Context: an optimization exercise on an open-source flow, tuned for small area, a short achievable clock period and few clock cycles per item. The choices shown serve that exercise and are no tape-out recipe. At most, simulation tests tie the RTL to the original design; equivalence was not proved. No functional check of the RTL was part of runs 2 to 6. No activity file was given, so power comes from the tool's default toggle rates.

==> flow/design.v <==
package ihsp_pkg;
    localparam logic [7:0] B_FF    = 8'hFF;
    localparam logic [7:0] B_SOI   = 8'hD8;
    localparam logic [7:0] B_APP0  = 8'hE0;
    localparam logic [7:0] B_PNG0  = 8'h89;
    localparam logic [7:0] B_SUB   = 8'h1A;
    localparam logic [7:0] B_CR    = 8'h0D;
    localparam logic [7:0] B_LF    = 8'h0A;
    localparam logic [7:0] C_J     = 8'h4A;
    localparam logic [7:0] C_F     = 8'h46;
    localparam logic [7:0] C_I     = 8'h49;
    localparam logic [7:0] C_G     = 8'h47;
    localparam logic [7:0] C_P     = 8'h50;
    localparam logic [7:0] C_N     = 8'h4E;
    localparam logic [7:0] C_H     = 8'h48;
    localparam logic [7:0] C_D     = 8'h44;
    localparam logic [7:0] C_R     = 8'h52;
    localparam int FIRST_WINDOW_END = 13;
    localparam int GIF_LAST_SIZE    = 9;
    localparam int PNG_LAST_SIZE    = 23;
    localparam int MIN_LEN_M1       = 23;
endpackage
module ihsp_track #(
    parameter int OFFSET_BITS = 20
) (
    input  logic                   clk,
    input  logic                   rst_n,
    input  logic                   take,       
    input  logic                   fin,        
    input  logic [7:0]             data_byte,
    input  logic                   jfif,       
    output logic [4:0]             pos,        
    output logic                   pos_small,      
    output logic [9:1][7:0]        hist,
    output logic                   load,       
    output logic                   wff_next    
);
    logic [OFFSET_BITS-1:0] offset_reg;
    logic                   small_reg;
    logic                   load_at_reg;    
    logic                   wait_reg;
    logic [15:0]            cnt_reg;
    logic                   ff10_reg, sof10_reg, ff11_reg;
    logic                   wff_reg;
    logic pos13, win_bad, ovf;
    logic [15:0] seg_len;
    assign pos     = offset_reg[4:0];
    assign pos_small = small_reg;
    assign pos13   = small_reg && pos == 5'(ihsp_pkg::FIRST_WINDOW_END);
    assign load    = take && load_at_reg;
    assign seg_len = {hist[9], hist[8]};
    assign win_bad = !ff11_reg || sof10_reg;
    assign ovf     = {{(OFFSET_BITS-16){1'b0}}, seg_len} >= ~offset_reg;
    assign wff_next = load_at_reg ? ff11_reg : wff_reg;
    always_ff @(posedge clk or negedge rst_n)
    begin
        if (!rst_n)
        begin
            offset_reg   <= '0;
            small_reg    <= 1'b1;
            load_at_reg  <= 1'b0;
            wait_reg     <= 1'b0;
        end
        else if (take)
        begin
            if (fin)
            begin
                offset_reg   <= '0;
                small_reg    <= 1'b1;
                load_at_reg  <= 1'b0;
                wait_reg     <= 1'b0;
            end
            else
            begin
                if (!(&offset_reg))
                    offset_reg <= offset_reg + OFFSET_BITS'(1);
                if (&pos)
                    small_reg <= 1'b0;
                if (load_at_reg)
                    load_at_reg <= 1'b0;
                else
                    load_at_reg <= (pos_small && pos == 5'(ihsp_pkg::FIRST_WINDOW_END - 1)) ||
                                   (wait_reg && cnt_reg == 16'd0);
                if (load_at_reg)
                    wait_reg <= (pos13 ? jfif : 1'b1) && !win_bad && !ovf;
            end
        end
    end
    always_ff @(posedge clk)
    begin
        if (take)
        begin
            if (load_at_reg)
                cnt_reg <= seg_len;
            else if (cnt_reg != 16'd0)
                cnt_reg <= cnt_reg - 16'd1;
        end
    end
    always_ff @(posedge clk)
    begin
        if (take)
        begin
            hist[1]   <= data_byte;
            for (int i = 2; i <= 9; i++)
                hist[i] <= hist[i-1];
            ff10_reg  <= hist[9] == ihsp_pkg::B_FF;
            sof10_reg <= (hist[9][7:2] == 6'b110000) || (hist[9] == 8'hC9) ||
                         (hist[9] == 8'hCA) || (hist[9] == 8'hCB);
            ff11_reg  <= ff10_reg;
        end
        if (load)
            wff_reg <= ff11_reg;
    end
endmodule
module ihsp_decode (
    input  logic                   clk,
    input  logic                   take,
    input  logic [7:0]             data_byte,
    input  logic [4:0]             pos,         
    input  logic                   pos_small,   
    input  logic                   wff_next,    
    output logic                   jfif,
    output logic                   f_jpeg,      
    output logic                   res_jpeg,    
    output logic                   res_gif,
    output logic                   res_png,
    output logic                   f_gif,       
    output logic                   f_png        
);
    logic       f_jfif;
    logic       hdr, long_enough;
    logic [7:0] d;
    assign d           = data_byte;
    assign hdr         = pos_small && !pos[4];               
    assign long_enough = !pos_small || pos >= 5'(ihsp_pkg::MIN_LEN_M1);
    always_ff @(posedge clk)
    begin
        if (take && hdr)
        begin
            case (pos[3:0])
                4'd0:
                begin
                    f_jpeg <= d == ihsp_pkg::B_FF;
                    f_jfif <= 1'b1;
                    f_gif  <= d == ihsp_pkg::C_G;
                    f_png  <= d == ihsp_pkg::B_PNG0;
                end
                4'd1:
                begin
                    f_jpeg <= f_jpeg && d == ihsp_pkg::B_SOI;
                    f_gif  <= f_gif  && d == ihsp_pkg::C_I;
                    f_png  <= f_png  && d == ihsp_pkg::C_P;
                end
                4'd2:
                begin
                    f_jfif <= f_jfif && d == ihsp_pkg::B_FF;
                    f_gif  <= f_gif  && d == ihsp_pkg::C_F;
                    f_png  <= f_png  && d == ihsp_pkg::C_N;
                end
                4'd3:
                begin
                    f_jfif <= f_jfif && d == ihsp_pkg::B_APP0;
                    f_png  <= f_png  && d == ihsp_pkg::C_G;
                end
                4'd4: f_png <= f_png && d == ihsp_pkg::B_CR;
                4'd5: f_png <= f_png && d == ihsp_pkg::B_LF;
                4'd6:
                begin
                    f_jfif <= f_jfif && d == ihsp_pkg::C_J;
                    f_png  <= f_png  && d == ihsp_pkg::B_SUB;
                end
                4'd7:
                begin
                    f_jfif <= f_jfif && d == ihsp_pkg::C_F;
                    f_png  <= f_png  && d == ihsp_pkg::B_LF;
                end
                4'd8:  f_jfif <= f_jfif && d == ihsp_pkg::C_I;
                4'd9:  f_jfif <= f_jfif && d == ihsp_pkg::C_F;
                4'd12: f_png  <= f_png && d == ihsp_pkg::C_I;
                4'd13: f_png  <= f_png && d == ihsp_pkg::C_H;
                4'd14: f_png  <= f_png && d == ihsp_pkg::C_D;
                4'd15: f_png  <= f_png && d == ihsp_pkg::C_R;
                default: ;
            endcase
        end
    end
    assign jfif = f_jpeg && f_jfif;
    assign res_jpeg = long_enough && f_jpeg && wff_next;
    assign res_gif  = long_enough && f_gif;
    assign res_png  = long_enough && f_png;
endmodule
module image_header_size_parser #(
    parameter int OFFSET_BITS = 20
) (
    input  logic        clk,
    input  logic        rst_n,
    input  logic        in_valid,
    output logic        in_ready,
    input  logic [7:0]  in_data,
    input  logic        in_last,
    output logic        out_valid,
    input  logic        out_ready,
    output logic        out_status,
    output logic [1:0]  out_format,
    output logic [31:0] out_width,
    output logic [31:0] out_height
);
    logic              ready_reg;
    logic              first_reg;
    logic              out_valid_reg;
    logic              queued_reg;
    logic              status_reg;
    logic [1:0]        format_reg;
    logic [3:0][7:0]   width_reg, height_reg;
    logic              take, fin, hold_out, result_in, fail_in, clear_all, clear_high;
    logic              first_next, out_valid_next, queued_next;
    logic [4:0]        pos;
    logic              pos_small;
    logic [9:1][7:0]   hist;
    logic              load, wff_next, jfif;
    logic              f_jpeg, f_gif, f_png;
    logic              res_jpeg, res_gif, res_png;
    logic [3:0]        wr_w, wr_h;
    logic              at_jpeg;
    assign take     = in_valid && ready_reg;
    assign fin      = take && in_last;
    assign in_ready = ready_reg;
    assign hold_out = out_valid_reg && !out_ready;
    ihsp_track #(
        .OFFSET_BITS (OFFSET_BITS)
    ) u_track (
        .clk        (clk),
        .rst_n      (rst_n),
        .take       (take),
        .fin        (fin),
        .data_byte  (in_data),
        .jfif       (jfif),
        .pos        (pos),
        .pos_small  (pos_small),
        .hist       (hist),
        .load       (load),
        .wff_next   (wff_next)
    );
    ihsp_decode u_decode (
        .clk        (clk),
        .take       (take),
        .data_byte  (in_data),
        .pos        (pos),
        .pos_small  (pos_small),
        .wff_next   (wff_next),
        .jfif       (jfif),
        .f_jpeg     (f_jpeg),
        .res_jpeg   (res_jpeg),
        .res_gif    (res_gif),
        .res_png    (res_png),
        .f_gif      (f_gif),
        .f_png      (f_png)
    );
    always_comb
    begin
        first_next     = take ? fin : first_reg;
        out_valid_next = fin || (out_valid_reg && (queued_reg || !out_ready));
        queued_next    = (fin && hold_out) || (queued_reg && !out_ready);
    end
    always_ff @(posedge clk or negedge rst_n)
    begin
        if (!rst_n)
        begin
            ready_reg     <= 1'b1;
            first_reg     <= 1'b1;
            out_valid_reg <= 1'b0;
            queued_reg    <= 1'b0;
        end
        else
        begin
            ready_reg     <= !queued_next && (!out_valid_next || first_next);
            first_reg     <= first_next;
            out_valid_reg <= out_valid_next;
            queued_reg    <= queued_next;
        end
    end
    assign result_in  = fin && !hold_out;
    assign fail_in    = !(res_jpeg || res_gif || res_png);
    assign clear_all  = (result_in && fail_in) || (queued_reg && out_ready);
    assign clear_high = clear_all || (result_in && !res_png);
    always_ff @(posedge clk)
    begin
        if (result_in)
        begin
            status_reg <= fail_in;
            format_reg <= res_jpeg ? 2'd0 : res_gif ? 2'd1 : res_png ? 2'd2 : 2'd3;
        end
        else if (queued_reg && out_ready)
        begin
            status_reg <= 1'b1;
            format_reg <= 2'd3;
        end
    end
    assign at_jpeg = load && f_jpeg;
    always_comb
    begin
        for (int i = 0; i < 4; i++)
        begin
            wr_w[i] = take && pos_small && f_png && pos == 5'(19 - i);
            wr_h[i] = take && pos_small && f_png && pos == 5'(23 - i);
        end
        wr_w[0] = wr_w[0] || at_jpeg || (take && pos_small && f_gif && pos == 5'd6);
        wr_w[1] = wr_w[1] || at_jpeg || (take && pos_small && f_gif && pos == 5'd7);
        wr_h[0] = wr_h[0] || at_jpeg || (take && pos_small && f_gif && pos == 5'd8);
        wr_h[1] = wr_h[1] || at_jpeg || (take && pos_small && f_gif && pos == 5'd9);
    end
    always_ff @(posedge clk)
    begin
        for (int i = 0; i < 2; i++)
        begin
            if (clear_all)
            begin
                width_reg[i]  <= 8'd0;
                height_reg[i] <= 8'd0;
            end
            else
            begin
                if (wr_w[i])
                    width_reg[i]  <= at_jpeg ? hist[3+i] : in_data;
                if (wr_h[i])
                    height_reg[i] <= at_jpeg ? hist[5+i] : in_data;
            end
        end
        for (int i = 2; i < 4; i++)
        begin
            if (clear_high)
            begin
                width_reg[i]  <= 8'd0;
                height_reg[i] <= 8'd0;
            end
            else
            begin
                if (wr_w[i])
                    width_reg[i]  <= in_data;
                if (wr_h[i])
                    height_reg[i] <= in_data;
            end
        end
    end
    assign out_valid  = out_valid_reg;
    assign out_status = status_reg;
    assign out_format = format_reg;
    assign out_width  = width_reg;
    assign out_height = height_reg;
endmodule
==> flow/flow/run.sh <==
#!/bin/bash
# Standard layout (the standard.sh, unchanged synthesis), with two changes:
# plain buf_1 cells as the port buffers instead of the default delay buffers, and no
# dummy loads in the clock tree.
set -euo pipefail
export BUFFER_PORTS_ARGS="-buffer_cell sky130_fd_sc_hd__buf_1"
export CTS_ARGS="-sink_clustering_enable -repair_clock_nets -dont_use_dummy_load -buf_list sky130_fd_sc_hd__clkbuf_8"
bash standard.sh > standard.log 2>&1
==> flow/standard.sh <==
#!/bin/bash
# synth_recipe.tcl (not shown) runs the flow's synth.tcl, then flattens the netlist and writes it again
# the make line also repeats each setting of config.mk as NAME=value (left out here)
make -C /OpenROAD-flow-scripts/flow DESIGN_CONFIG=/design/flow/config.mk WORK_HOME=/design/flow/orfs CLKGATE_MAP_FILE= SYNTH_SCRIPT=/design/flow/synth_recipe.tcl "${@:-finish}"
==> flow/config.mk <==
export PLATFORM = sky130hd
export DESIGN_NAME = image_header_size_parser
export DESIGN_NICKNAME = image_header_size_parser
export VERILOG_FILES = /design/flow/design.v
export SDC_FILE = /design/flow/constraint.sdc
export NUM_CORES = 4
export LEC_CHECK = 0
export CAP_MARGIN = 20
export CORE_MARGIN = 2
export CORE_UTILIZATION = 65
export SETUP_SLACK_MARGIN = 3.3
export SLEW_MARGIN = 20
==> flow/constraint.sdc <==
create_clock -name core_clock -period 5.5 [get_ports {clk}]
set_input_delay 1.1000 -clock core_clock [delete_from_list [all_inputs] [get_ports {clk}]]
set_output_delay 1.1000 -clock core_clock [all_outputs]
set_load 0.01 [all_outputs]
==> results of run 1 <==
==> cells by family (layout without fill, tap and decap cells) <==
group,after synthesis,count (layout),synth area share
xor gates and xnor gates,34,34,0.0350
muxes,44,44,0.0520
AOI/OAI and AO/OA,93,93,0.0717
buffers and inverters,48,155,0.0237
DFF,190,190,0.579
adders and majority gates,22,22,0.0323
and+or+nand+nor,362,363,0.206
==> synthesized netlist by cell type (all sizes together), types with 3 or more instances <==
master / n / area share
nand4: 13 / 0.0095
and3: 29 / 0.021
nor2b: 9 / 0.0066
ha: 22 / 0.032
a211oi: 11 / 0.011
or3: 3 / 0.0022
dfstp: 3 / 0.0093
nor3: 36 / 0.021
buf: 14 / 0.0087
xor2: 18 / 0.019
mux2i: 42 / 0.049
dfxtp: 64 / 0.15
nand2b: 7 / 0.0051
clkbuf: 26 / 0.011
xnor2: 16 / 0.016
and2: 4 / 0.0029
or2: 3 / 0.0022
nor2: 112 / 0.050
inv: 8 / 0.0035
a31oi: 5 / 0.0037
a21o: 3 / 0.0026
nor4: 11 / 0.010
nand3: 19 / 0.011
a21oi: 19 / 0.011
o21ai: 37 / 0.022
nand3b: 5 / 0.0044
and4: 4 / 0.0041
dfrtp: 24 / 0.071
edfxtp: 99 / 0.35
or4: 3 / 0.0031
nand2: 94 / 0.042
==> cells in the final DEF, fill, tap and decap left out, types with 6 or more instances in the layout <==
cell type / Yosys / final
nand3_1: 19 / 17
nand4_1: 13 / 13
buf_4: 0 / 42
and3_1: 29 / 29
o21ai_1: 5 / 10
dfrtp_1: 24 / 20
xnor2_1: 16 / 16
nand2_1: 93 / 84
dfxtp_1: 64 / 64
nand2b_1: 7 / 6
buf_12: 0 / 7
clkbuf_8: 0 / 17
buf_1: 2 / 70
buf_6: 1 / 6
nor3_1: 36 / 36
edfxtp_1: 99 / 99
a21oi_1: 19 / 18
mux2i_1: 42 / 40
nor2_1: 111 / 106
nor2b_1: 9 / 8
ha_1: 22 / 18
o21ai_0: 32 / 27
a211oi_1: 10 / 9
xor2_1: 18 / 18
==> power by group <==
| part | internal (mW) | leakage, nW | switching [mW] |
|---|---|---|---|
| Combinational | 0.183 | 1.96 | 0.295 |
| Sequential | 1.61 | 1.82 | 0.0692 |
| Clock | 0.274 | 0.122 | 0.405 |
==> layer usage <==
layer / routed length, um / up-vias / track usage
met4: 475 / 0 / 0.109
met2: 10800 / 293 / 0.510
met5: 0 / - / 0
li1: - / 3041 / -
met1: 8110 / 3182 / 0.359
met3: 1280 / 54 / 0.0574
==> final timing paths <==
kind	slack, ns	cells past startpoint	end
max	3.30	8	u_decode.f_png$_DFFE_PP_
min	0.42	0	u_track.hist[58]$_DFFE_PP_
max reg2reg	3.30	8	u_decode.f_png$_DFFE_PP_
min reg2reg	0.42	0	u_track.hist[58]$_DFFE_PP_
max in group asynchronous	4.53	2	first_reg$_DFF_PN1_
min in group asynchronous	0.66	2	u_track.offset_reg[9]$_DFFE_PN0P_
==> area by class of cell <==
| class | instances | area (um2) |
|---|---|---|
| Sequential cell | 190 | 4940 |
| Multi-Input combinational cell | 556 | 3740 |
| Timing Repair Buffer | 130 | 861 |
| Tap cell | 172 | 215 |
| Fill cell | 824 | 2700 |
| Clock buffer | 17 | 234 |
| Inverter | 8 | 33.8 |
==> what timing repair did <==
| item | CTS | global route |
|---|---|---|
| cloned | 2 | 0 |
| pin swaps | 13 | 11 |
| resized for setup | 75 | 25 |
| buffers inserted | 19 | 21 |
| endpoints found under the setup margin | 185 | 93 |
==> results.toml, run 1 <==
[status]
outcome = "finished clean"

[floorplanning]
row_count = 41
die_w_um = 118
initial_core_util = 0.669
coreArea_um2 = 12700
io-pin-count = 82
die_area_um2 = 14000
die_h_um = 118

[sta]
fmax_mhz = 454
finClkSkew_ns = 0.0341
whs_ns = 0.421
hold_viol = 0
final_min_period_over_clock_period = 0.400
tns_ns = 0
setup_viol = 0
min_period_ns = 2.20
setup_ws_ns = 3.30
tightest_slew_ns = 0.572
relSlewSlack = 0.618
rsz0062_at_grt = "true"
slew_violations = 0

[worst_setup_path]
start_kind = "flop"
cp_cell_sequence = "buf_4, ha_4, nor3_1, o21ai_0, o21ai_1, mux2_2, a31oi_2, o31ai_2"
cp_max_fo = 13
arrival_ns = 2.40
cp_data_required_time_ns = 5.70
crit_buf_inv = 1
crit_path_end_kind = "flop"
cp_slowest_cell = "dfrtp_2"
cp_slowest_stage_delay_ns = 0.44
startpoint = "u_track.offset_reg[1]$_DFFE_PN0P_"
r2r_start = "u_track.offset_reg[1]$_DFFE_PN0P_"
critical_path.top_delay_family = "compound AO/OA/AOI/OAI gates"
path_class = "flop to flop"

[power]
power.density_nw_per_um2 = 283
leakagePower_nw = 3.90
p_total_mw = 2.83
ir_drop_uv = 245

[clocking]
cts_root_buf = "clkbuf_8"
path_clk_slew_ns = 0.08
cts.sinks = 190
htree_num_levels = 4
hold_buffers = 0
clk_path_buf_depth = 2
cts_tree = "done"
clkLatencyLatePin_ns = 0.47
cts_made_buffers = 17

[synthesis]
synthCells = 793
mappedNetlistArea_um2 = 8520
syn_area_per_cell_um2 = 10.7
yosysSeqAreaShare = 0.579
ys_warn_count = 3
synth_seq_cells = 190
yosysUniqueCellTypes = 65
synthArstFlopShare = 0.142
synth-main-ff-cell = "edfxtp_1"
synthesis.nets = 828
synth-edff-count = 99

[drt]
wirelength_um = 20700
drtPass1Iterations = 5
drc = 0
wl_per_cell_um = 19.3
route.vias.total = 6570
drt_first_iter_violations = 675
drtAntennaViolNets = 0
vias_per_cell = 6.12

[place]
dp_hpwl_um = 12900
place.gp.congestion = 0.933
placed_area_um2 = 9010
post-place-ws_ns = 1.98
place_inst = 1014
numPortBuffers = 81

[finish]
final_nets = 938
stdcell_area_um2 = 10000
diodes = 0
drive_gt1_frac = 0.158
area_delta_synth_final_pct = 17.7
largest_reg_flops = 72
post-route-util = 0.788
fin_cells = 1073

[hold_path]
min_path_type = "flop to flop"
hold_path.startpoint = "u_track.hist[50]$_DFFE_PP_"

[global_routing]
grt_pass1_vias = 6303
antenna_found_initial = 0
grt_max_degree = 41
grt_pass1_wl_um = 32000
overflow = 0
grtUsageTotal = 0.292

[flow_run]
cap_violations = 0
Testbench counts, summed over its fixed seeds: cycles 354,302, bytes 354,294.
==> run 2, diff against run 1 <==
--- a/flow/design.v
+++ b/flow/design.v
@@ -32,6 +32,10 @@
     output logic [4:0]             pos,        
     output logic                   pos_small,      
     output logic [9:1][7:0]        hist,
+    input  logic [15:0]            cnt,        
+    output logic                   cnt_load,   
+    output logic                   cnt_dec,    
+    output logic [15:0]            seg_len,
     output logic                   load,       
     output logic                   wff_next    
 );
@@ -39,11 +43,9 @@
     logic                   small_reg;
     logic                   load_at_reg;    
     logic                   wait_reg;
-    logic [15:0]            cnt_reg;
     logic                   ff10_reg, sof10_reg, ff11_reg;
     logic                   wff_reg;
-    logic pos13, win_bad, ovf;
-    logic [15:0] seg_len;
+    logic pos13, win_bad, ovf, walk_next;
     assign pos     = offset_reg[4:0];
     assign pos_small = small_reg;
     assign pos13   = small_reg && pos == 5'(ihsp_pkg::FIRST_WINDOW_END);
@@ -52,6 +54,9 @@
     assign win_bad = !ff11_reg || sof10_reg;
     assign ovf     = {{(OFFSET_BITS-16){1'b0}}, seg_len} >= ~offset_reg;
     assign wff_next = load_at_reg ? ff11_reg : wff_reg;
+    assign walk_next = (pos13 ? jfif : 1'b1) && !win_bad && !ovf;
+    assign cnt_load  = take && !fin && load_at_reg && walk_next;
+    assign cnt_dec   = take && !fin && !load_at_reg && wait_reg && cnt != 16'd0;
     always_ff @(posedge clk or negedge rst_n)
     begin
         if (!rst_n)
@@ -80,9 +85,9 @@
                     load_at_reg <= 1'b0;
                 else
                     load_at_reg <= (pos_small && pos == 5'(ihsp_pkg::FIRST_WINDOW_END - 1)) ||
-                                   (wait_reg && cnt_reg == 16'd0);
+                                   (wait_reg && cnt == 16'd0);
                 if (load_at_reg)
-                    wait_reg <= (pos13 ? jfif : 1'b1) && !win_bad && !ovf;
+                    wait_reg <= walk_next;
             end
         end
     end
@@ -90,16 +95,6 @@
     begin
         if (take)
         begin
-            if (load_at_reg)
-                cnt_reg <= seg_len;
-            else if (cnt_reg != 16'd0)
-                cnt_reg <= cnt_reg - 16'd1;
-        end
-    end
-    always_ff @(posedge clk)
-    begin
-        if (take)
-        begin
             hist[1]   <= data_byte;
             for (int i = 2; i <= 9; i++)
                 hist[i] <= hist[i-1];
@@ -218,6 +213,8 @@
     logic              pos_small;
     logic [9:1][7:0]   hist;
     logic              load, wff_next, jfif;
+    logic              cnt_load, cnt_dec;
+    logic [15:0]       seg_len;
     logic              f_jpeg, f_gif, f_png;
     logic              res_jpeg, res_gif, res_png;
     logic [3:0]        wr_w, wr_h;
@@ -238,6 +235,10 @@
         .pos        (pos),
         .pos_small  (pos_small),
         .hist       (hist),
+        .cnt        ({width_reg[3], width_reg[2]}),
+        .cnt_load   (cnt_load),
+        .cnt_dec    (cnt_dec),
+        .seg_len    (seg_len),
         .load       (load),
         .wff_next   (wff_next)
     );
@@ -329,17 +330,22 @@
         for (int i = 2; i < 4; i++)
         begin
             if (clear_high)
-            begin
-                width_reg[i]  <= 8'd0;
                 height_reg[i] <= 8'd0;
-            end
-            else
-            begin
-                if (wr_w[i])
-                    width_reg[i]  <= in_data;
-                if (wr_h[i])
-                    height_reg[i] <= in_data;
-            end
+            else if (wr_h[i])
+                height_reg[i] <= in_data;
+        end
+        if (clear_high)
+            {width_reg[3], width_reg[2]} <= 16'd0;
+        else if (cnt_load)
+            {width_reg[3], width_reg[2]} <= seg_len;
+        else if (cnt_dec)
+            {width_reg[3], width_reg[2]} <= {width_reg[3], width_reg[2]} - 16'd1;
+        else
+        begin
+            if (wr_w[3])
+                width_reg[3] <= in_data;
+            if (wr_w[2])
+                width_reg[2] <= in_data;
         end
     end
     assign out_valid  = out_valid_reg;
==> results.toml, run 2 <==
[sta]
tightest_slew_ns = 0.539
min_period_ns = 2.34
rsz0062_at_grt = "true"
final_min_period_over_clock_period = 0.425
hold_viol = 0
setup_viol = 0
relSlewSlack = 0.637
tns_ns = 0
slew_violations = 0
fmax_mhz = 428
setup_ws_ns = 3.16
finClkSkew_ns = 0.0318
whs_ns = 0.428

[finish]
diodes = 0
fill_cells = 764
drive_gt1_frac = 0.209
largest_reg_flops = 72
post-route-util = 0.809
multi_input_area_um2 = 3910
final_nets = 968
stdcell_area_um2 = 9800
mostFrequentLayoutCells = "88 x nand2_1, 87 x nor2_1, 83 x edfxtp_1"
area_delta_synth_final_pct = 20.0
seq_area_um2 = 4480
final_common_cell = "nand2_1"

[worst_setup_path]
cp_slowest_stage_delay_ns = 0.48
path_class = "flop to flop"
cp_data_required_time_ns = 5.88
crit_path_end_kind = "flop"
cp_cell_sequence = "inv_4, ha_1, nor2b_1, o21ai_1, a41oi_2, o221ai_4, buf_6, or2_2, a21oi_2"
arrival_ns = 2.72
r2r_cells = 9
r2r_start = "u_track.offset_reg[0]$_DFFE_PN0P_"
start_kind = "flop"
regToRegEndpoint = "width_reg[27]$_SDFFE_PP0P_"
cp_slowest_cell = "dfrtp_2"
crit_buf_inv = 2
cp_max_fo = 6
rrSetupSlack_ns = 3.16
critical_path.top_delay_family = "compound AO/OA/AOI/OAI gates"

[clocking]
cts_root_buf = "clkbuf_8"
cts.sinks = 174
cts_tree = "done"
cts_made_buffers = 17
clkLatencyLatePin_ns = 0.47
path_clk_slew_ns = 0.10
clk_path_buf_depth = 2
htree_num_levels = 4

[synthesis]
yosysSeqAreaShare = 0.546
synth-main-ff-cell = "edfxtp_1"
synthesis.nets = 843
synth_top_cell_area_share = 0.305
ys_top_cells_by_area = "edfxtp_1 31%, dfxtp_1 16%, dfrtp_1 7.4%, nand2_1 4.4%, nor2_1 4.2%"
synthArstFlopShare = 0.155
synth_seq_cells = 174
mappedNetlistArea_um2 = 8160
yosysUniqueCellTypes = 71
synthCells = 807
synth.largest_area_cell = "edfxtp_1"
synth_most_common_cell = "nand2_1"
synth-edff-count = 83
ys_warn_count = 3
syn_area_per_cell_um2 = 10.1
synthTopCellsByCount = "95 x nand2_1, 92 x nor2_1, 83 x edfxtp_1"

[global_routing]
overflow = 0
grt_max_degree = 43
antenna_found_initial = 0
grtUsageTotal = 0.364
grt_pass1_wl_um = 36500
grt_pass1_vias = 6862

[drt]
drtAntennaViolNets = 0
wl_met3_um = 2520
drtPass1Iterations = 7
wl_per_cell_um = 21.9
drt_first_iter_violations = 1200
route.vias.total = 7281
wl_met2_um = 11400
wirelength_um = 24000
vias_per_cell = 6.63
route.top_layer_used = "met4"
wl_met1_um = 8880
drc = 0

[place]
numPortBuffers = 81
placed_area_um2 = 8680
dp_hpwl_um = 14200
post-place-ws_ns = 1.81
place.gp.congestion = 0.954

[power]
leakagePower_nw = 3.72
power.density_nw_per_um2 = 267
ir_drop_uv = 258

[floorplanning]
die_h_um = 116
coreArea_um2 = 12100
io-pin-count = 82
row_count = 40
die_w_um = 116
die_area_um2 = 13500
initial_core_util = 0.674

[hold_path]
min_to = "u_track.hist[10]$_DFFE_PP_"
hold_path.startpoint = "u_track.hist[2]$_DFFE_PP_"
min_path_type = "flop to flop"
min_path_cells = 0

[flow_run]
cap_violations = 0

[status]
outcome = "finished clean"
[run 2: changes by cell type after synthesis, moves of 10 or more]
cell	change
mux2i_1	-28
nor2_1	-19
edfxtp_1	-16
a22o_1	+11
a21oi_1	+20
xnor2_1	-12
nand3_1	+27
inv_1	+10
[run 2: kinds of logic after synthesis]
family	after synthesis	share of synthesized area
simple gates	361	0.219
xor+xnor	18	0.0193
flops	174	0.546
compound gates	154	0.131
mux	15	0.0185
buf+inv	62	0.0319
fa+ha+maj	23	0.0353
[run 2: final cells by class]
class | count | share of cell area
inverters | 19 | 0.00945
flip-flops and latches | 174 | 0.457
well taps | 168 | 0.0215
repair buffers | 143 | 0.0870
multi-input cells | 575 | 0.399
clock buffers | 17 | 0.0239
repair inverters | 2 | 0.00179
[run 2: worst max-delay path by stage]
| stage | start | end | slack, ns | depth (start not counted) |
|---|---|---|---|---|
| after global placement | in_last | width_reg[24]$_SDFFE_PP0P_ | 2.02 | 7 |
| after detailed placement | in_last | width_reg[24]$_SDFFE_PP0P_ | 1.81 | 7 |
| final | u_track.offset_reg[0]$_DFFE_PN0P_ | width_reg[27]$_SDFFE_PP0P_ | 3.16 | 9 |
| after global routing | u_track.offset_reg[0]$_DFFE_PN0P_ | width_reg[29]$_SDFFE_PP0P_ | 3.13 | 8 |
| after floorplan | in_valid | width_reg[30]$_SDFFE_PP0P_ | 3.00 | 8 |
| after CTS | in_valid | width_reg[21]$_SDFFE_PP0P_ | 3.28 | 7 |
[run 2: where the power goes]
part / internal, mW / switching, mW
Clock: 0.273 / 0.400
Combinational: 0.157 / 0.282
Sequential: 1.45 / 0.0580
Total: 1.88 / 0.740
[run 2: what timing repair did]
action | 4_1_cts | 5_1_grt
gates cloned | 6 | 0
gates resized for setup | 86 | 32
endpoints found under the hold margin | 0 | 0
pin swaps | 24 | 6
setup endpoints to repair | 96 | 55
hold buffers | 0 | 0
buffers inserted | 48 | 10
[run 2: through the flow]
stage / cells / total power, mW
finish: 1098 / 2.62
global route: 1098 / 2.70
CTS: 1088 / 2.57
detailed placement: 1017 / 1.82
global placement: 1017 / 1.81
floorplan: 807 / 1.72
[run 2: routing by layer]
metal  vias to the layer above  GRT usage
li1                       3212          -
met1                      3445      0.464
met2                       507      0.577
met3                       117     0.0957
met4                         0      0.190
met5                         -          0
[run 2: worst register-to-register path: cells and delay by family, from the launching register on]
family          cells  cell delay, ns
buf+inv             2            0.35
fa+ha+maj           1            0.25
simple gates        2            0.47
compound gates      4            0.70
flops               1            0.48
==> run 3, diff against run 2 <==
--- a/flow/design.v
+++ b/flow/design.v
@@ -45,16 +45,19 @@
     logic                   wait_reg;
     logic                   ff10_reg, sof10_reg, ff11_reg;
     logic                   wff_reg;
-    logic pos13, win_bad, ovf, walk_next;
+    logic                   ovf_reg;        
+    logic pos13, win_bad, walk_next, ovf_next;
+    logic [OFFSET_BITS-1:0] offset_next;
     assign pos     = offset_reg[4:0];
     assign pos_small = small_reg;
     assign pos13   = small_reg && pos == 5'(ihsp_pkg::FIRST_WINDOW_END);
     assign load    = take && load_at_reg;
     assign seg_len = {hist[9], hist[8]};
     assign win_bad = !ff11_reg || sof10_reg;
-    assign ovf     = {{(OFFSET_BITS-16){1'b0}}, seg_len} >= ~offset_reg;
+    assign offset_next = (&offset_reg) ? offset_reg : offset_reg + OFFSET_BITS'(1);
+    assign ovf_next    = {{(OFFSET_BITS-16){1'b0}}, hist[8], hist[7]} >= ~offset_next;
     assign wff_next = load_at_reg ? ff11_reg : wff_reg;
-    assign walk_next = (pos13 ? jfif : 1'b1) && !win_bad && !ovf;
+    assign walk_next = (pos13 ? jfif : 1'b1) && !win_bad && !ovf_reg;
     assign cnt_load  = take && !fin && load_at_reg && walk_next;
     assign cnt_dec   = take && !fin && !load_at_reg && wait_reg && cnt != 16'd0;
     always_ff @(posedge clk or negedge rst_n)
@@ -77,8 +80,7 @@
             end
             else
             begin
-                if (!(&offset_reg))
-                    offset_reg <= offset_reg + OFFSET_BITS'(1);
+                offset_reg <= offset_next;
                 if (&pos)
                     small_reg <= 1'b0;
                 if (load_at_reg)
@@ -93,6 +95,8 @@
     end
     always_ff @(posedge clk)
     begin
+        if (take && !fin)
+            ovf_reg <= ovf_next;
         if (take)
         begin
             hist[1]   <= data_byte;
==> results.toml, run 3 <==
[status]
outcome = "finished clean"

[finish]
final_nets = 1033
drive_gt1_frac = 0.290
stdcell_area_um2 = 11000
fill_cells = 631
diodes = 0
area_delta_synth_final_pct = 28.6
multi_input_area_um2 = 4610
mostFrequentLayoutCells = "84 x nand2_1, 84 x edfxtp_1, 83 x nor2_1"
largest_reg_flops = 72
seq_area_um2 = 4510

[floorplanning]
initial_core_util = 0.671
row_count = 41
coreArea_um2 = 12800
io-pin-count = 82
die_h_um = 119
die_w_um = 119
die_area_um2 = 14100

[clocking]
clkLatencyLatePin_ns = 0.46
cts_root_buf = "clkbuf_8"
hold_buffers = 0
clk_path_buf_depth = 2
cts_tree = "done"
cts.sinks = 175
path_clk_slew_ns = 0.09
htree_num_levels = 4
cts_made_buffers = 17

[flow_run]
cap_violations = 0

[sta]
rsz0062_at_grt = "true"
tightest_slew_ns = 0.572
whs_ns = 0.406
min_period_ns = 3.38
setup_viol = 0
final_min_period_over_clock_period = 0.615
tns_ns = 0
slew_violations = 0
relSlewSlack = 0.619
hold_viol = 0
fmax_mhz = 296
finClkSkew_ns = 0.0234

[power]
power.density_nw_per_um2 = 249
leakagePower_nw = 4.07
ir_drop_uv = 219

[worst_setup_path]
path_class = "flop to flop"
cp_max_fo = 6
r2r_start = "u_track.offset_reg[9]$_DFFE_PN0P_"
regToRegEndpoint = "u_track.ovf_reg$_DFFE_PP_"
rrSetupSlack_ns = 2.12
r2r_cells = 14
cp_data_required_time_ns = 5.68
start_kind = "flop"
arrival_ns = 3.56
crit_path_end_kind = "flop"

[drt]
drt_first_iter_violations = 1561
drtPass1Iterations = 19
drtAntennaViolNets = 0
route.vias.total = 8382
wirelength_um = 29700
drc = 0
wl_per_cell_um = 25.4
vias_per_cell = 7.18

[synthesis]
synth_most_common_cell = "nand2_1"
yosysUniqueCellTypes = 85
yosysSeqAreaShare = 0.523
synthCells = 840
ys_warn_count = 3
syn_area_per_cell_um2 = 10.2
synth_top_cell_area_share = 0.294
synth_seq_cells = 175
synthTopCellsByCount = "96 x nand2_1, 92 x nor2_1, 84 x edfxtp_1"
mappedNetlistArea_um2 = 8570
synth.largest_area_cell = "edfxtp_1"
synthesis.nets = 876
synth-main-ff-cell = "edfxtp_1"
ys_top_cells_by_area = "edfxtp_1 29%, dfxtp_1 15%, dfrtp_1 7.0%, nand2_1 4.2%, nor2_1 4.0%"
synth-edff-count = 84
synthArstFlopShare = 0.154

[global_routing]
grt_pass1_vias = 7227
grt_max_degree = 43
grtUsageTotal = 0.368
antenna_found_initial = 0
overflow = 0
grt_pass1_wl_um = 40300

[hold_path]
min_path_type = "flop to flop"
min_to = "u_track.hist[13]$_DFFE_PP_"
hold_path.startpoint = "u_track.hist[5]$_DFFE_PP_"
min_path_cells = 0

[place]
placed_area_um2 = 9060
dp_hpwl_um = 15300
numPortBuffers = 81
place.gp.congestion = 0.975
==> run 3: cell types whose count changed in the layout (fill, tap and decap cells not counted), moves of 15 or more <==
cell | previous run | this run
a311oi_1 | 0 | 24
buf_6 | 6 | 21
nand3_1 | 42 | 22
nor3_1 | 26 | 7
o21ai_0 | 17 | 33
and3_1 | 23 | 8
buf_4 | 57 | 74
==> run 3: critical path, stage by stage (launching register included) <==
cell and delay (ns):
dfrtp_2 0.43, nand4_1 0.22, nor4_4 0.39, a31oi_4 0.21, nand2_4 0.18, nor2_4 0.06
xnor2_1 0.24, ha_1 0.29, buf_4 0.14, buf_4 0.13, a211oi_1 0.22, o21ai_1 0.10
a41oi_1 0.26, o21a_1 0.20, a2111oi_2 0.05
==> run 3: through the flow <==
stage                     setup WS, ns  utilization  cells  power [mW]
after floorplan                   2.30            -    840        1.79
after global placement            1.90        0.709   1041        1.88
after detailed placement          1.68        0.709   1041        1.90
after CTS                         2.34        0.808   1129        2.64
after global routing              2.00        0.863   1167        2.83
final                             2.12        0.863   1167        2.75
==> run 3: power breakdown <==
part	leakage (nW)	internal [mW]	switching (mW)
combinational	2.28	0.197	0.331
clock	0.122	0.274	0.404
sequential	1.66	1.47	0.0761
==> run 3: worst max-delay path by stage <==
stage,start,endpoint,depth (start not counted)
2_1_floorplan,u_track.offset_reg[1]$_DFFE_PN0P_,u_track.ovf_reg$_DFFE_PP_,15
3_3_place_gp,u_track.offset_reg[0]$_DFFE_PN0P_,u_track.ovf_reg$_DFFE_PP_,12
3_5_place_dp,u_track.offset_reg[0]$_DFFE_PN0P_,u_track.ovf_reg$_DFFE_PP_,13
4_1_cts,u_track.offset_reg[0]$_DFFE_PN0P_,u_track.ovf_reg$_DFFE_PP_,14
5_1_grt,u_track.offset_reg[8]$_DFFE_PN0P_,u_track.ovf_reg$_DFFE_PP_,14
6_report,u_track.offset_reg[9]$_DFFE_PN0P_,u_track.ovf_reg$_DFFE_PP_,14
==> run 3: cells by family (layout without fill, tap and decap cells) <==
kind of cell,after synthesis,in the layout,share of synthesized area
AND/OR/NAND/NOR,322,328,0.188
flip-flops,175,175,0.523
adder cells (fa/ha/maj),23,23,0.0336
multiplexers,26,26,0.0305
XOR/XNOR,24,24,0.0245
buffers and inverters,74,221,0.0382
AO/OA/AOI/OAI,196,198,0.162
==> run 3: layout make-up <==
cell class / count / share of cell area
Tap cell: 172 / 0.0195
Inverter: 19 / 0.00885
Multi-Input combinational cell: 599 / 0.418
Sequential cell: 175 / 0.409
Clock buffer: 17 / 0.0212
Timing Repair Buffer: 184 / 0.122
Timing Repair inverter: 1 / 0.00148
==> run 3: repair_timing <==
action | in CTS | in global routing
resized for setup | 138 | 87
pin swaps | 37 | 47
cloned | 10 | 2
setup endpoints to repair | 94 | 77
setup buffers | 61 | 36
==> run 3: metal layers <==
metal	track usage	vias up	wire length (um)
met1	0.516	3890	10400
met5	0	-	0
li1	-	3432	-
met3	0.0824	220	4120
met2	0.565	840	13200
met4	0.138	0	1860
==> run 4, diff against run 3 <==
--- a/flow/design.v
+++ b/flow/design.v
@@ -30,8 +30,11 @@
     input  logic [7:0]             data_byte,
     input  logic                   jfif,       
     output logic [4:0]             pos,        
-    output logic                   pos_small,      
+    output logic                   pos_small,  
     output logic [9:1][7:0]        hist,
+    input  logic [OFFSET_BITS-6:0] upper,      
+    output logic                   upper_one,  
+    output logic                   upper_inc,  
     input  logic [15:0]            cnt,        
     output logic                   cnt_load,   
     output logic                   cnt_dec,    
@@ -39,54 +42,58 @@
     output logic                   load,       
     output logic                   wff_next    
 );
-    logic [OFFSET_BITS-1:0] offset_reg;
+    logic [4:0]             pos_reg;
     logic                   small_reg;
     logic                   load_at_reg;    
     logic                   wait_reg;
     logic                   ff10_reg, sof10_reg, ff11_reg;
     logic                   wff_reg;
-    logic                   ovf_reg;        
-    logic pos13, win_bad, walk_next, ovf_next;
-    logic [OFFSET_BITS-1:0] offset_next;
-    assign pos     = offset_reg[4:0];
+    logic                   pos13, win_bad, ovf, walk_next, saturated, step;
+    logic [OFFSET_BITS-1:0] offset;
+    assign pos       = pos_reg;
     assign pos_small = small_reg;
-    assign pos13   = small_reg && pos == 5'(ihsp_pkg::FIRST_WINDOW_END);
-    assign load    = take && load_at_reg;
-    assign seg_len = {hist[9], hist[8]};
-    assign win_bad = !ff11_reg || sof10_reg;
-    assign offset_next = (&offset_reg) ? offset_reg : offset_reg + OFFSET_BITS'(1);
-    assign ovf_next    = {{(OFFSET_BITS-16){1'b0}}, hist[8], hist[7]} >= ~offset_next;
-    assign wff_next = load_at_reg ? ff11_reg : wff_reg;
-    assign walk_next = (pos13 ? jfif : 1'b1) && !win_bad && !ovf_reg;
-    assign cnt_load  = take && !fin && load_at_reg && walk_next;
-    assign cnt_dec   = take && !fin && !load_at_reg && wait_reg && cnt != 16'd0;
+    assign pos13     = small_reg && pos_reg == 5'(ihsp_pkg::FIRST_WINDOW_END);
+    assign load      = take && load_at_reg;
+    assign offset    = {small_reg ? '0 : upper, pos_reg};
+    assign saturated = !small_reg && (&upper) && (&pos_reg);
+    assign step      = take && !fin;
+    assign seg_len   = {hist[9], hist[8]};
+    assign win_bad   = !ff11_reg || sof10_reg;
+    assign ovf       = {{(OFFSET_BITS-16){1'b0}}, seg_len} >= ~offset;
+    assign wff_next  = load_at_reg ? ff11_reg : wff_reg;
+    assign walk_next = (pos13 ? jfif : 1'b1) && !win_bad && !ovf;
+    assign cnt_load  = step && load_at_reg && walk_next;
+    assign cnt_dec   = step && !load_at_reg && wait_reg && cnt != 16'd0;
+    assign upper_one = step && small_reg && (&pos_reg);
+    assign upper_inc = step && !small_reg && (&pos_reg) && !saturated;
     always_ff @(posedge clk or negedge rst_n)
     begin
         if (!rst_n)
         begin
-            offset_reg   <= '0;
-            small_reg    <= 1'b1;
-            load_at_reg  <= 1'b0;
-            wait_reg     <= 1'b0;
+            pos_reg     <= '0;
+            small_reg   <= 1'b1;
+            load_at_reg <= 1'b0;
+            wait_reg    <= 1'b0;
         end
         else if (take)
         begin
             if (fin)
             begin
-                offset_reg   <= '0;
-                small_reg    <= 1'b1;
-                load_at_reg  <= 1'b0;
-                wait_reg     <= 1'b0;
+                pos_reg     <= '0;
+                small_reg   <= 1'b1;
+                load_at_reg <= 1'b0;
+                wait_reg    <= 1'b0;
             end
             else
             begin
-                offset_reg <= offset_next;
-                if (&pos)
+                if (!saturated)
+                    pos_reg <= pos_reg + 5'd1;
+                if (&pos_reg)
                     small_reg <= 1'b0;
                 if (load_at_reg)
                     load_at_reg <= 1'b0;
                 else
-                    load_at_reg <= (pos_small && pos == 5'(ihsp_pkg::FIRST_WINDOW_END - 1)) ||
+                    load_at_reg <= (small_reg && pos_reg == 5'(ihsp_pkg::FIRST_WINDOW_END - 1)) ||
                                    (wait_reg && cnt == 16'd0);
                 if (load_at_reg)
                     wait_reg <= walk_next;
@@ -95,8 +102,6 @@
     end
     always_ff @(posedge clk)
     begin
-        if (take && !fin)
-            ovf_reg <= ovf_next;
         if (take)
         begin
             hist[1]   <= data_byte;
@@ -217,13 +222,15 @@
     logic              pos_small;
     logic [9:1][7:0]   hist;
     logic              load, wff_next, jfif;
-    logic              cnt_load, cnt_dec;
+    logic              cnt_load, cnt_dec, upper_one, upper_inc;
+    logic [15:0]       height_high;
     logic [15:0]       seg_len;
     logic              f_jpeg, f_gif, f_png;
     logic              res_jpeg, res_gif, res_png;
     logic [3:0]        wr_w, wr_h;
     logic              at_jpeg;
     assign take     = in_valid && ready_reg;
+    assign height_high = {height_reg[3], height_reg[2]};
     assign fin      = take && in_last;
     assign in_ready = ready_reg;
     assign hold_out = out_valid_reg && !out_ready;
@@ -239,6 +246,9 @@
         .pos        (pos),
         .pos_small  (pos_small),
         .hist       (hist),
+        .upper      (height_high[OFFSET_BITS-6:0]),
+        .upper_one  (upper_one),
+        .upper_inc  (upper_inc),
         .cnt        ({width_reg[3], width_reg[2]}),
         .cnt_load   (cnt_load),
         .cnt_dec    (cnt_dec),
@@ -331,13 +341,19 @@
                     height_reg[i] <= at_jpeg ? hist[5+i] : in_data;
             end
         end
-        for (int i = 2; i < 4; i++)
+        if (clear_high)
+            {height_reg[3], height_reg[2]} <= 16'd0;
+        else if (f_png)
         begin
-            if (clear_high)
-                height_reg[i] <= 8'd0;
-            else if (wr_h[i])
-                height_reg[i] <= in_data;
-        end
+            if (wr_h[3])
+                height_reg[3] <= in_data;
+            if (wr_h[2])
+                height_reg[2] <= in_data;
+        end
+        else if (upper_one)
+            {height_reg[3], height_reg[2]} <= 16'd1;
+        else if (upper_inc)
+            {height_reg[3], height_reg[2]} <= height_high + 16'd1;
         if (clear_high)
             {width_reg[3], width_reg[2]} <= 16'd0;
         else if (cnt_load)
==> results.toml, run 4 <==
[finish]
diodes = 0
mostFrequentLayoutCells = "96 x nand2_1, 83 x edfxtp_1, 72 x buf_1"
fill_cells = 706
area_delta_synth_final_pct = 23.8
largest_reg_flops = 72
final_nets = 967
drive_gt1_frac = 0.255
final_common_cell = "nand2_1"

[floorplanning]
die_h_um = 115
die_w_um = 115
initial_core_util = 0.664
row_count = 40
die_area_um2 = 13200
coreArea_um2 = 12000
io-pin-count = 82

[worst_setup_path]
crit_path_end_kind = "flop"
cp_max_fo = 6
path_class = "flop to flop"
start_kind = "flop"
cp_data_required_time_ns = 5.88
arrival_ns = 3.07

[synthesis]
syn_area_per_cell_um2 = 9.79
yosysSeqAreaShare = 0.512
yosysUniqueCellTypes = 73
synthCells = 814
synth_seq_cells = 159
ys_warn_count = 3
synth.largest_area_cell = "edfxtp_1"
ys_top_cells_by_area = "edfxtp_1 31%, dfxtp_1 16%, nand2_1 5.0%, ha_1 3.8%, nor2_1 3.8%"
synth_top_cell_area_share = 0.313
synthTopCellsByCount = "106 x nand2_1, 83 x edfxtp_1, 80 x nor2_1"
synth-main-ff-cell = "edfxtp_1"
mappedNetlistArea_um2 = 7970
synth_most_common_cell = "nand2_1"
synthArstFlopShare = 0.0755
synth-edff-count = 83
synthesis.nets = 851

[sta]
tns_ns = 0
hold_viol = 0
whs_ns = 0.421
min_period_ns = 2.70
fmax_mhz = 371
final_min_period_over_clock_period = 0.490
slew_violations = 0
rsz0062_at_grt = "true"
setup_viol = 0
tightest_slew_ns = 0.727
relSlewSlack = 0.514
finClkSkew_ns = 0.0298

[place]
numPortBuffers = 81
dp_hpwl_um = 15200
place.gp.congestion = 0.930

[global_routing]
grtUsageTotal = 0.379
antenna_found_initial = 0
grt_pass1_wl_um = 37700
grt_max_degree = 43
grt_pass1_vias = 6994
overflow = 0

[drt]
drtPass1Iterations = 9
route.vias.total = 7633
drt_first_iter_violations = 1251
vias_per_cell = 7.10
wl_per_cell_um = 24.3
drc = 0
wirelength_um = 26100
drtAntennaViolNets = 0

[clocking]
clkLatencyLatePin_ns = 0.46
htree_num_levels = 4
cts_tree = "done"
clk_path_buf_depth = 2
path_clk_slew_ns = 0.09
cts_root_buf = "clkbuf_8"
hold_buffers = 0
cts_made_buffers = 17
cts.sinks = 159

[power]
sw_frac_of_total = 0.350
intPower_mw = 2.00
p_clk_frac = 0.210
pwr-share-seq = 0.509
combPwrFrac = 0.281
p_sw_mw = 1.07
leakagePower_nw = 3.40
ir_drop_uv = 286
power.density_nw_per_um2 = 311

[status]
outcome = "finished clean"

[hold_path]
min_path_type = "flop to flop"

[flow_run]
cap_violations = 0
[run 4: power by group through the flow]
stage | logic, mW | clock network [mW] | registers (mW)
floorplan | 0.493 | 0 | 1.53
global placement | 0.623 | 0 | 1.57
detailed placement | 0.645 | 0 | 1.58
CTS | 0.747 | 0.640 | 1.56
global route | 0.915 | 0.682 | 1.57
finish | 0.862 | 0.646 | 1.56
[run 4: critical path, stage by stage (launching register included)]
cell,delay [ns]
dfstp_4,0.68
buf_6,0.16
nor2_1,0.07
ha_1,0.35
a21oi_2,0.19
o21ai_2,0.09
a41oi_4,0.26
buf_6,0.14
o31a_4,0.22
buf_4,0.15
nand3_1,0.10
a21oi_1,0.20
[run 4: per-stage QoR]
| stage | cell area (um2) | util | setup slack (ns) | power (mW) | cells |
|---|---|---|---|---|---|
| floorplan | 8310 | - | 3.00 | 2.03 | 814 |
| global placement | 8460 | 0.704 | 1.81 | 2.20 | 998 |
| detailed placement | 8460 | 0.704 | 1.68 | 2.23 | 998 |
| CTS | 9430 | 0.785 | 2.99 | 2.95 | 1058 |
| global route | 9870 | 0.821 | 2.80 | 3.17 | 1075 |
| finish | 9870 | 0.821 | 2.80 | 3.07 | 1075 |
[run 4: cell families after synthesis]
kind of cell,count (synthesis),synth area share
AOI/OAI and AO/OA,219,0.196
xor gates and xnor gates,8,0.00879
adders and majority gates,24,0.0377
buffers and inverters,75,0.0394
DFF,159,0.512
muxes,13,0.0163
and+or+nand+nor,316,0.190
[run 4: area by class of cell]
cell class,count,area [um2],area share
flip-flops and latches,159,4120,0.417
inverters,26,114,0.0115
multi-input cells,585,4330,0.439
repair buffers,139,872,0.0884
repair inverters,2,17.5,0.00178
clock buffers,17,234,0.0237
well taps,147,184,0.0186
[run 4: worst paths after layout]
path,start,endpoint,slack [ns],depth (start not counted)
worst min register to register,u_track.hist[4]$_DFFE_PP_,u_track.hist[12]$_DFFE_PP_,0.42,0
max in group asynchronous,rst_n,u_track.pos_reg[2]$_DFFE_PN0P_,4.31,1
worst max register to register,u_track.small_reg$_DFFE_PN1P_,width_reg[16]$_SDFFE_PP0P_,2.80,11
worst min-delay path,u_track.hist[4]$_DFFE_PP_,u_track.hist[12]$_DFFE_PP_,0.42,0
worst max-delay path,u_track.small_reg$_DFFE_PN1P_,width_reg[16]$_SDFFE_PP0P_,2.80,11
min in group asynchronous,rst_n,u_track.pos_reg[4]$_DFFE_PN0P_,0.67,1
[run 4: timing repair]
item,CTS,global route
buffers inserted,36,16
pin swaps,19,35
endpoints found under the hold margin,0,0
setup endpoints to repair,84,87
gates resized for setup,106,85
gates cloned,7,1
[run 4: metal layers]
layer	global-route usage	share of wire
met4	0.198	0.053
met1	0.489	0.37
met3	0.102	0.11
met5	0	0
met2	0.593	0.47
==> run 5, diff against run 4 <==
--- a/flow/design.v
+++ b/flow/design.v
@@ -48,20 +48,18 @@
     logic                   wait_reg;
     logic                   ff10_reg, sof10_reg, ff11_reg;
     logic                   wff_reg;
-    logic                   pos13, win_bad, ovf, walk_next, saturated, step;
-    logic [OFFSET_BITS-1:0] offset;
+    logic                   beyond_reg;     
+    logic                   pos13, win_bad, walk_next, saturated, step;
     assign pos       = pos_reg;
     assign pos_small = small_reg;
     assign pos13     = small_reg && pos_reg == 5'(ihsp_pkg::FIRST_WINDOW_END);
-    assign load      = take && load_at_reg;
-    assign offset    = {small_reg ? '0 : upper, pos_reg};
+    assign load      = take && load_at_reg && !beyond_reg;
     assign saturated = !small_reg && (&upper) && (&pos_reg);
     assign step      = take && !fin;
     assign seg_len   = {hist[9], hist[8]};
     assign win_bad   = !ff11_reg || sof10_reg;
-    assign ovf       = {{(OFFSET_BITS-16){1'b0}}, seg_len} >= ~offset;
-    assign wff_next  = load_at_reg ? ff11_reg : wff_reg;
-    assign walk_next = (pos13 ? jfif : 1'b1) && !win_bad && !ovf;
+    assign wff_next  = (load_at_reg && !beyond_reg) ? ff11_reg : wff_reg;
+    assign walk_next = (pos13 ? jfif : 1'b1) && !win_bad;
     assign cnt_load  = step && load_at_reg && walk_next;
     assign cnt_dec   = step && !load_at_reg && wait_reg && cnt != 16'd0;
     assign upper_one = step && small_reg && (&pos_reg);
@@ -74,6 +72,7 @@
             small_reg   <= 1'b1;
             load_at_reg <= 1'b0;
             wait_reg    <= 1'b0;
+            beyond_reg  <= 1'b0;
         end
         else if (take)
         begin
@@ -83,6 +82,7 @@
                 small_reg   <= 1'b1;
                 load_at_reg <= 1'b0;
                 wait_reg    <= 1'b0;
+                beyond_reg  <= 1'b0;
             end
             else
             begin
@@ -90,6 +90,8 @@
                     pos_reg <= pos_reg + 5'd1;
                 if (&pos_reg)
                     small_reg <= 1'b0;
+                if (saturated)
+                    beyond_reg <= 1'b1;
                 if (load_at_reg)
                     load_at_reg <= 1'b0;
                 else
==> results.toml, run 5 <==
[power]
combPwrFrac = 0.275
p_clk_frac = 0.224
sw_frac_of_total = 0.329
ir_drop_uv = 317
p_total_mw = 2.87
intPower_mw = 1.93
power.density_nw_per_um2 = 309
leakagePower_nw = 3.27
p_sw_mw = 0.945
pwr-share-seq = 0.502

[floorplanning]
io-pin-count = 82
row_count = 39
coreArea_um2 = 11300
initial_core_util = 0.662
die_area_um2 = 12400
die_h_um = 111
die_w_um = 111

[sta]
final_min_period_over_clock_period = 0.443
finClkSkew_ns = 0.0205
fmax_mhz = 410
tns_ns = 0
min_period_ns = 2.44
relSlewSlack = 0.472
rsz0062_at_grt = "true"
hold_viol = 0
setup_viol = 0
slew_violations = 0
tightest_slew_ns = 0.792

[worst_setup_path]
path_class = "input pin to flop"
start_kind = "input pin"
cp_slowest_cell = "nor4_1"
cp_slowest_stage_delay_ns = 0.49
arrival_ns = 2.76
crit_buf_inv = 1
critical_path.top_delay_family = "simple AND/OR/NAND/NOR gates"
cp_data_required_time_ns = 5.82
cp_cell_sequence = "clkbuf_4, nor2b_1, nand3b_1, nor4_1, o221ai_1, mux2i_1, o31a_1"
startpoint = "in_data[1]"
r2r_start = "u_track.pos_reg[0]$_DFFE_PN0P_"
crit_path_end_kind = "flop"
cp_max_fo = 13

[synthesis]
mappedNetlistArea_um2 = 7490
synthArstFlopShare = 0.0813
synthCells = 768
synth-edff-count = 83
syn_area_per_cell_um2 = 9.76
yosysUniqueCellTypes = 68
synth_most_common_cell = "nand2_1"
ys_top_cells_by_area = "edfxtp_1 33%, dfxtp_1 17%, nand2_1 5.3%, nor2_1 3.9%, dfrtp_1 3.3%"
synth_top_cell_area_share = 0.333
synth.largest_area_cell = "edfxtp_1"
yosysSeqAreaShare = 0.548
synth-main-ff-cell = "edfxtp_1"
synthTopCellsByCount = "105 x nand2_1, 83 x edfxtp_1, 78 x nor2_1"
synthesis.nets = 789
ys_warn_count = 3
synth_seq_cells = 160

[finish]
final_nets = 903
final_common_cell = "nand2_1"
fill_cells = 654
fin_cells = 1023
drive_gt1_frac = 0.248
area_delta_synth_final_pct = 24.2
mostFrequentLayoutCells = "94 x nand2_1, 83 x edfxtp_1, 71 x nor2_1"
largest_reg_flops = 72
diodes = 0

[clocking]
cts_tree = "done"
cts.sinks = 160
path_clk_slew_ns = 0.07
clk_path_buf_depth = 2
cts_made_buffers = 17
clkLatencyLatePin_ns = 0.46
htree_num_levels = 4
cts_root_buf = "clkbuf_8"

[drt]
drtAntennaViolNets = 0
wl_per_cell_um = 22.7
vias_per_cell = 7.03
drtPass1Iterations = 28
wl_met3_um = 2960
wl_met1_um = 8440
drt_first_iter_violations = 1204
route.top_layer_used = "met4"
drc = 0
route.vias.total = 7188
wirelength_um = 23200
wl_met2_um = 10700

[global_routing]
grt_pass1_wl_um = 33000
antenna_found_initial = 0
grt_max_degree = 76
grtUsageTotal = 0.343
overflow = 0
grt_pass1_vias = 6259

[place]
place_inst = 953
numPortBuffers = 81
dp_hpwl_um = 13200
place.gp.congestion = 0.932

[hold_path]
min_path_type = "flop to flop"
hold_path.startpoint = "u_track.hist[50]$_DFFE_PP_"

[flow_run]
cap_violations = 0

[status]
outcome = "finished clean"
run 5: cell types whose count changed in the layout (fill, tap and decap cells not counted), sizes merged, moves of 8 or more:
| cell | previous run | this run |
|---|---|---|
| a211oi | 23 | 12 |
| a21oi | 47 | 34 |
| a22oi | 13 | 2 |
| a311oi | 30 | 2 |
| and3 | 8 | 23 |
| ha | 24 | 8 |
| inv | 28 | 10 |
| nand3 | 24 | 32 |
| nor3 | 24 | 40 |
run 5: power groups by stage:
stage | Clock (mW) | Sequential (mW) | Combinational (mW)
2_1_floorplan | 0 | 1.43 | 0.385
3_3_place_gp | 0 | 1.48 | 0.441
3_5_place_dp | 0 | 1.49 | 0.460
4_1_cts | 0.644 | 1.44 | 0.667
5_1_grt | 0.683 | 1.45 | 0.823
6_report | 0.643 | 1.44 | 0.790
run 5: worst paths after layout:
kind	endpoint	slack, ns	depth (start not counted)
worst max-delay path	u_decode.f_png$_DFFE_PP_	3.06	7
worst min-delay path	u_track.hist[58]$_DFFE_PP_	0.42	0
worst max register to register	u_decode.f_png$_DFFE_PP_	3.13	9
worst min register to register	u_track.hist[58]$_DFFE_PP_	0.42	0
max in group asynchronous	u_track.pos_reg[2]$_DFFE_PN0P_	4.22	1
min in group asynchronous	out_valid_reg$_DFF_PN0_	0.70	1
run 5: what timing repair did:
action / CTS / global route
buffers inserted: 34 / 12
resized for setup: 78 / 73
cloned: 2 / 5
pin swaps: 18 / 16
endpoints found under the setup margin: 157 / 78
hold buffers: 0 / 0
run 5: cell type report:
type	instances	area, um2	share of cell area
flip-flops and latches	160	4140	0.444
repair buffers	137	873	0.0938
inverters	11	47.5	0.00511
clock buffers	17	234	0.0251
multi-input cells	555	3840	0.412
well taps	143	179	0.0192
run 5: logic make-up (layout without fill, tap and decap cells):
family / Yosys count / after routing / share of synthesized area
adders and majority gates: 8 / 8 / 0.0134
DFF: 160 / 160 / 0.548
buffers and inverters: 59 / 165 / 0.0307
xor gates and xnor gates: 16 / 16 / 0.0197
muxes: 14 / 14 / 0.0189
and+or+nand+nor: 340 / 344 / 0.218
AOI/OAI and AO/OA: 171 / 173 / 0.152
run 5: stage by stage:
stage | setup slack [ns] | area [um2] | hold WS [ns] | util
floorplan | 2.19 | 7770 | 0.400 | -
global placement | 2.14 | 8050 | 0.400 | 0.711
detailed placement | 1.98 | 8050 | 0.405 | 0.711
CTS | 3.28 | 8910 | 0.422 | 0.787
global route | 3.07 | 9310 | 0.425 | 0.822
finish | 3.06 | 9310 | 0.423 | 0.822
run 5: layer usage:
metal  track usage  vias up
met2         0.540      631
met5             0        -
met3        0.0795      138
li1              -     3079
met4         0.137        0
met1         0.468     3340
==> run 6, diff against run 5 <==
--- a/flow/design.v
+++ b/flow/design.v
@@ -49,12 +49,12 @@
     logic                   ff10_reg, sof10_reg, ff11_reg;
     logic                   wff_reg;
     logic                   beyond_reg;     
-    logic                   pos13, win_bad, walk_next, saturated, step;
+    logic                   pos13, win_bad, walk_next, at_max, step;
     assign pos       = pos_reg;
     assign pos_small = small_reg;
     assign pos13     = small_reg && pos_reg == 5'(ihsp_pkg::FIRST_WINDOW_END);
     assign load      = take && load_at_reg && !beyond_reg;
-    assign saturated = !small_reg && (&upper) && (&pos_reg);
+    assign at_max    = !small_reg && upper == 15'h4000 && (&pos_reg);
     assign step      = take && !fin;
     assign seg_len   = {hist[9], hist[8]};
     assign win_bad   = !ff11_reg || sof10_reg;
@@ -63,7 +63,7 @@
     assign cnt_load  = step && load_at_reg && walk_next;
     assign cnt_dec   = step && !load_at_reg && wait_reg && cnt != 16'd0;
     assign upper_one = step && small_reg && (&pos_reg);
-    assign upper_inc = step && !small_reg && (&pos_reg) && !saturated;
+    assign upper_inc = step && !small_reg && (&pos_reg);
     always_ff @(posedge clk or negedge rst_n)
     begin
         if (!rst_n)
@@ -86,11 +86,10 @@
             end
             else
             begin
-                if (!saturated)
-                    pos_reg <= pos_reg + 5'd1;
+                pos_reg <= pos_reg + 5'd1;
                 if (&pos_reg)
                     small_reg <= 1'b0;
-                if (saturated)
+                if (at_max)
                     beyond_reg <= 1'b1;
                 if (load_at_reg)
                     load_at_reg <= 1'b0;
@@ -355,7 +354,8 @@
         else if (upper_one)
             {height_reg[3], height_reg[2]} <= 16'd1;
         else if (upper_inc)
-            {height_reg[3], height_reg[2]} <= height_high + 16'd1;
+            {height_reg[3], height_reg[2]} <= {1'b0, height_high[13:0],
+                                               height_high[14] ^ height_high[13]};
         if (clear_high)
             {width_reg[3], width_reg[2]} <= 16'd0;
         else if (cnt_load)
==> results.toml, run 6 <==
[status]
outcome = "finished clean"

[finish]
final_common_cell = "edfxtp_1"
post-route-util = 0.822
drive_gt1_frac = 0.240
final_nets = 840
fin_cells = 958
area_delta_synth_final_pct = 22.2
mostFrequentLayoutCells = "83 x edfxtp_1, 81 x nand2_1, 80 x nor2_1"
diodes = 0
largest_reg_flops = 72

[sta]
min_period_ns = 2.49
slew_violations = 0
rsz0062_at_grt = "true"
final_min_period_over_clock_period = 0.452
finClkSkew_ns = 0.0258
hold_viol = 0
setup_viol = 0
fmax_mhz = 402
tns_ns = 0
tightest_slew_ns = 0.727
relSlewSlack = 0.515

[synthesis]
ys_top_cells_by_area = "edfxtp_1 34%, dfxtp_1 17%, nand2_1 4.4%, nor2_1 4.3%, dfrtp_1 3.4%"
synth_top_cell_area_share = 0.339
synth_most_common_cell = "nand2_1"
mappedNetlistArea_um2 = 7350
synth_seq_cells = 160
synthTopCellsByCount = "87 x nand2_1, 85 x nor2_1, 83 x edfxtp_1"
synthesis.nets = 728
syn_area_per_cell_um2 = 10.4
yosysSeqAreaShare = 0.558
synthCells = 708
synth-edff-count = 83
synthArstFlopShare = 0.0813
synth.largest_area_cell = "edfxtp_1"
ys_warn_count = 3
synth-main-ff-cell = "edfxtp_1"
yosysUniqueCellTypes = 82

[power]
intPower_mw = 2.00
pwr-share-seq = 0.517
p_sw_mw = 1.04
p_clk_frac = 0.211
sw_frac_of_total = 0.341
ir_drop_uv = 379
power.density_nw_per_um2 = 338
combPwrFrac = 0.272
leakagePower_nw = 3.14

[clocking]
cts.sinks = 160
path_clk_slew_ns = 0.08
hold_buffers = 0
cts_made_buffers = 17
cts_tree = "done"
htree_num_levels = 4
clkLatencyLatePin_ns = 0.44
cts_root_buf = "clkbuf_8"
clk_path_buf_depth = 2

[worst_setup_path]
cp_cell_sequence = "buf_1, buf_6, or4b_4, nor3_4, and2_1, o311ai_2, or3_1, o21ai_1"
rrSetupSlack_ns = 3.24
critical_path.top_delay_family = "simple AND/OR/NAND/NOR gates"
startpoint = "in_data[5]"
regToRegEndpoint = "height_reg[30]$_SDFFE_PP0P_"
cp_data_required_time_ns = 5.79
cp.depth = 8
arrival_ns = 2.77
r2r_cells = 7
start_kind = "input pin"
path_class = "input pin to flop"
r2r_start = "u_track.pos_reg[0]$_DFFE_PN0P_"
cp_slowest_cell = "or4b_4"
crit_path_end_kind = "flop"
crit_buf_inv = 2
cp_max_fo = 3
cp-endpoint = "u_decode.f_png$_DFFE_PP_"
cp_slowest_stage_delay_ns = 0.55

[global_routing]
grtUsageTotal = 0.342
grt_pass1_wl_um = 31000
antenna_found_initial = 0
overflow = 0
grt_max_degree = 45
grt_pass1_vias = 5893

[drt]
vias_per_cell = 6.85
route.vias.total = 6560
drt_first_iter_violations = 788
wirelength_um = 21000
drc = 0
drtPass1Iterations = 7
wl_per_cell_um = 22.0
drtAntennaViolNets = 0

[floorplanning]
coreArea_um2 = 10900
initial_core_util = 0.672
die_h_um = 110
io-pin-count = 82
die_area_um2 = 12200
die_w_um = 110
row_count = 38

[place]
place.gp.congestion = 0.933
dp_hpwl_um = 12500
place_inst = 896
numPortBuffers = 81

[flow_run]
cap_violations = 0

[hold_path]
min_path_type = "flop to flop"
-- run 6: cell count changes in the layout (fill, tap and decap cells not counted), sizes merged, moves of 5 or more --
cell	previous run	this run
a21oi	34	25
a221oi	4	15
a311oi	2	28
and3	23	5
inv	10	16
nand2	106	88
nand3	32	18
nand4	7	12
nor2	80	87
nor3	40	18
o221ai	6	1
o31ai	7	2
or4	9	1
-- run 6: power groups by stage --
stage,clock network [mW],registers (mW),logic (mW)
2_1_floorplan,0,1.54,0.510
3_3_place_gp,0,1.57,0.657
3_5_place_dp,0,1.58,0.679
4_1_cts,0.640,1.56,0.742
5_1_grt,0.680,1.58,0.887
6_report,0.640,1.57,0.826
-- run 6: kinds of logic after synthesis --
| family | Yosys count | share of synthesized area |
|---|---|---|
| compound gates | 182 | 0.177 |
| xor+xnor | 9 | 0.0107 |
| fa+ha+maj | 7 | 0.0119 |
| buf+inv | 56 | 0.0308 |
| flops | 160 | 0.558 |
| mux | 15 | 0.0211 |
| simple gates | 279 | 0.190 |
-- run 6: final cells by class --
cell class / instances / area, um2
Multi-Input combinational cell: 494 / 3570
Tap cell: 140 / 175
Sequential cell: 160 / 4130
Timing Repair inverter: 3 / 26.3
Timing Repair Buffer: 131 / 785
Inverter: 13 / 65.1
Clock buffer: 17 / 234
Fill cell: 658 / 1950
-- run 6: worst reg2reg max path, cell delays in order, from the launching register on --
cell and delay, ns:
dfrtp_2 0.47, ha_4 0.31, and3_1 0.19, ha_1 0.19, nor3b_2 0.47, a21oi_4 0.14, a221oi_1 0.29, nor2_1 0.09
-- run 6: worst min-delay path by stage --
| stage | from | cells after the start | endpoint |
|---|---|---|---|
| 3_5_place_dp | u_track.hist[55]$_DFFE_PP_ | 0 | u_track.hist[63]$_DFFE_PP_ |
| 3_3_place_gp | u_track.hist[4]$_DFFE_PP_ | 0 | u_track.hist[12]$_DFFE_PP_ |
| 4_1_cts | u_track.hist[53]$_DFFE_PP_ | 0 | u_track.hist[61]$_DFFE_PP_ |
| 2_1_floorplan | u_track.ff10_reg$_DFFE_PP_ | 0 | u_track.ff11_reg$_DFFE_PP_ |
| 6_report | u_track.hist[53]$_DFFE_PP_ | 0 | u_track.hist[61]$_DFFE_PP_ |
| 5_1_grt | u_track.hist[55]$_DFFE_PP_ | 0 | u_track.hist[63]$_DFFE_PP_ |
-- run 6: through the flow --
stage	power [mW]	cell area (um2)	hold WS, ns	setup slack [ns]
4_1_cts	2.94	8650	0.413	3.08
5_1_grt	3.15	8990	0.420	2.98
3_3_place_gp	2.23	8030	0.400	1.87
2_1_floorplan	2.05	7710	0.400	2.89
6_report	3.04	8990	0.413	3.01
3_5_place_dp	2.26	8030	0.405	1.73
-- run 6: per-layer routing --
| layer | vias to the layer above | track usage | wire, um |
|---|---|---|---|
| met1 | 3161 | 0.479 | 8440 |
| met4 | 0 | 0.142 | 574 |
| met3 | 63 | 0.0776 | 2040 |
| li1 | 2905 | - | - |
| met5 | - | 0 | 0 |
| met2 | 431 | 0.517 | 9980 |
-- run 6: what timing repair did --
| action | in CTS | in global routing |
|---|---|---|
| endpoints found under the hold margin | 0 | 0 |
| gates resized for setup | 54 | 42 |
| setup buffers | 20 | 20 |
| gates cloned | 5 | 0 |
| pin swaps | 11 | 14 |
| endpoints found under the setup margin | 75 | 79 |

Re-timed with assumed drivers on the ports (clkbuf_16 on the clock, buf_2 on other inputs), run 6 has 3.031 ns of setup slack against 3.013 ns with ideal ports, and 2.568 ns once port delays also move by the mid clock arrival of 0.463 ns.
